From an optimization exercise on the open Yosys and OpenROAD flow, aimed at small area, a short achievable clock period and few clock cycles per item; shortcuts taken in it are not production practice. In this exercise RTL edits were held to simulation tests only and were not proved equivalent to the original. Power figures rest on the tool's default switching activity, not on a simulated workload.

==> flow/design.v (excerpt) <==
module sha256_byte_stream_hasher_top (
  input  logic        clk_i,
  input  logic        rst_ni,
  input  logic        s_axis_tvalid,
  output logic        s_axis_tready,
  input  logic [7:0]  s_axis_tdata,    
  input  logic        s_axis_tuser,    
  output logic        m_axis_tvalid,
  input  logic        m_axis_tready,
  output logic [31:0] m_axis_tdata,    
  output logic [2:0]  m_axis_tuser,    
  output logic        m_axis_tlast     
);
For scale: about 9500 cells after synthesis, about 1800 flip-flops.
clock: 12.0 ns
lec_check: 0
cap_margin: 20
core_margin: 2
core_utilization: 50
cts_buf_list: sky130_fd_sc_hd__clkbuf_8
setup_slack_margin: 5
slew_margin: 20
tns_end_percent: 0
standard.sh (not shown) runs the stock make flow with config.mk's settings and CLKGATE_MAP_FILE= SYNTH_SCRIPT=/design/flow/synth_recipe.tcl, a recipe that flattens the netlist after the stock synthesis.
==> flow/flow/run.sh <==
#!/bin/bash
set -euo pipefail
MARGIN=$(cat flow/margin.txt)
sed "s/SETUP_SLACK_MARGIN=[0-9.]*/SETUP_SLACK_MARGIN=${MARGIN}/" standard.sh > standard_margin.sh
bash standard_margin.sh > standard.log 2>&1
==> flow/flow/margin.txt <==
8.5
The starting point finished with timing, DRC and antenna clean.
Testbench counts at the start, summed over its fixed seeds: cycles 72,292, bytes 62,794.
==> next run, changes <==
- CTS_BUF_LIST: sky130_fd_sc_hd__clkbuf_8 -> not set
After rerunning:
- clock power grows by 9.1%
- setup slack got worse by 0.010 ns
- combinational power stays flat
- global-route usage goes down by 0.30 points
==> next run, changes <==
- CTS_CLUSTER_DIAMETER: not set -> 90
- CTS_CLUSTER_SIZE: not set -> 22
- PLACE_DENSITY: not set -> 0.72
Effect:
- The new run ran to the end with no violations
- combinational power is lower by about 1%
- die area is unchanged
- critical path depth is lower by 2
- cell area is lower by 3.4%
- via count barely changes
- area after synthesis is unchanged
- setup slack stays flat
- fmax barely changes
- final cell count falls by 1.5%
- power shrinks by 16%

* * *

sha256_byte_stream_hasher_top again, from the RTL that the note above started with.
// sha256_byte_stream_hasher_top
module sha256_byte_stream_hasher_top (
  input  logic        clk_i,
  input  logic        rst_ni,
  input  logic        s_axis_tvalid,
  output logic        s_axis_tready,
  input  logic [7:0]  s_axis_tdata,    
  input  logic        s_axis_tuser,    
  output logic        m_axis_tvalid,
  input  logic        m_axis_tready,
  output logic [31:0] m_axis_tdata,    
  output logic [2:0]  m_axis_tuser,    
  output logic        m_axis_tlast     
);
clock: 12.0 ns
lec_check: 0
cap_margin: 20
core_margin: 2
core_utilization: 45
cts_cluster_diameter: 90
cts_cluster_size: 22
setup_slack_margin: 5
slew_margin: 20
tns_end_percent: 0
Scripts as last shown in full above: flow/flow/run.sh, flow/flow/margin.txt
The first run finished with timing, DRC and antenna clean.
Testbench counts at the start, summed over its fixed seeds: cycles 72,292, bytes 62,794.
Change:
CORE_UTILIZATION = 50   (was 45)
Effect: Cell count is lower by 1.5%; worst setup slack improved by 92 ps; final area climbs by 0.36%; count of clock-buffer cells in the layout went down by 6; via count grows by 0.34%; power increases by 1.2%; die area came out lower by 9.9%; register-to-register slack is better by 90 ps; fmax came out higher by 1.8%.

* * *

== rev 12 ==
Starting RTL as in the previous note.
==> flow/design.v (excerpt) <==
module sha256_byte_stream_hasher_top (
  input  logic        clk_i,
  input  logic        rst_ni,
  input  logic        s_axis_tvalid,
  output logic        s_axis_tready,
  input  logic [7:0]  s_axis_tdata,    
  input  logic        s_axis_tuser,    
  output logic        m_axis_tvalid,
  input  logic        m_axis_tready,
  output logic [31:0] m_axis_tdata,    
  output logic [2:0]  m_axis_tuser,    
  output logic        m_axis_tlast     
);
clock: 12.0 ns
lec_check: 0
cap_margin: 20
core_margin: 2
core_utilization: 50
cts_buf_list: sky130_fd_sc_hd__clkbuf_16 sky130_fd_sc_hd__clkbuf_8
cts_cluster_diameter: 90
cts_cluster_size: 22
setup_slack_margin: 5
slew_margin: 20
tns_end_percent: 0
Scripts as last shown in full above: flow/flow/run.sh, flow/flow/margin.txt
Testbench counts of rev 12, summed over its fixed seeds: cycles 72,292, bytes 62,794.
The inputs of rev 13 differ from those of rev 12 as listed below.
- CTS_BUF_LIST no longer set, was sky130_fd_sc_hd__clkbuf_16 sky130_fd_sc_hd__clkbuf_8
==> flow/flow/margin.txt <==
9.5
Results
Across rev 13 and rev 12, none had a timing, DRC or antenna violation.
Status: global-route usage parity (rev 13, rev 12)
Share of the cycle needed by the critical path after routing delta (rev 13 -> rev 12): insignificant
Any difference in total wire length between rev 13 and rev 12 is small enough to ignore.
[compare] base=rev 12 new=rev 13: first-pass GRT wire length barely changed, number of clock buffers in the layout climbed 39%, setup slack after layout barely changed, total internal power climbed 0.41%, routed metal-1 wire length barely changed.

## afterwards: timing with drivers on the ports
Ports are ideal in the flow. The routed layouts listed here were re-timed in OpenROAD. Step 1 (the two cells are an assumption about what drives the block):
set clk [get_ports {clk_i}]
set_driving_cell -lib_cell sky130_fd_sc_hd__clkbuf_16 $clk
set_driving_cell -lib_cell sky130_fd_sc_hd__buf_2 [delete_from_list [all_inputs] $clk]
Step 2 moves the port delays by t, midway between the first and last clock arrival at a register: inputs arrive t later, outputs are due t later. That takes back most of the time a late clock gives input paths. Slacks: ideal ports / drivers / drivers and shift; pairs: ideal ports / drivers.
run | shift t [ns] | slack for setup (ns) | worst hold slack (ns) | worst slew at a driven data input, ns | pins driven straight from the clock port
the first run of note 1 | 1.106 | 6.909 / 6.909 / 6.604 | 0.389 / 0.389 / 0.389 | 0.06 | 1
the second run of note 1 | 0.931 | 6.899 / 6.899 / 6.617 | 0.412 / 0.412 / 0.412 | 0.06 | 1
the third run of note 1 | 0.888 | 6.898 / 6.898 / 6.357 | 0.395 / 0.395 / 0.395 | 0.07 | 1
the first run of note 2 | 0.869 | 6.820 / 6.820 / 6.578 | 0.399 / 0.399 / 0.399 | 0.06 | 1
the second run of note 2 | 0.877 | 6.912 / 6.912 / 6.645 | 0.413 / 0.413 / 0.413 | 0.07 | 1
rev 12 | 0.881 | 6.910 / 6.910 / 6.624 | 0.411 / 0.411 / 0.411 | 0.06 | 1
rev 13 | 0.877 | 6.912 / 6.912 / 6.645 | 0.413 / 0.413 / 0.413 | 0.07 | 1
After both steps setup and hold are still met in every run listed. For the third run of note 1, which loses most, drivers alone change the setup slack by 0.000 ns; drivers and shift together by -0.541 ns.
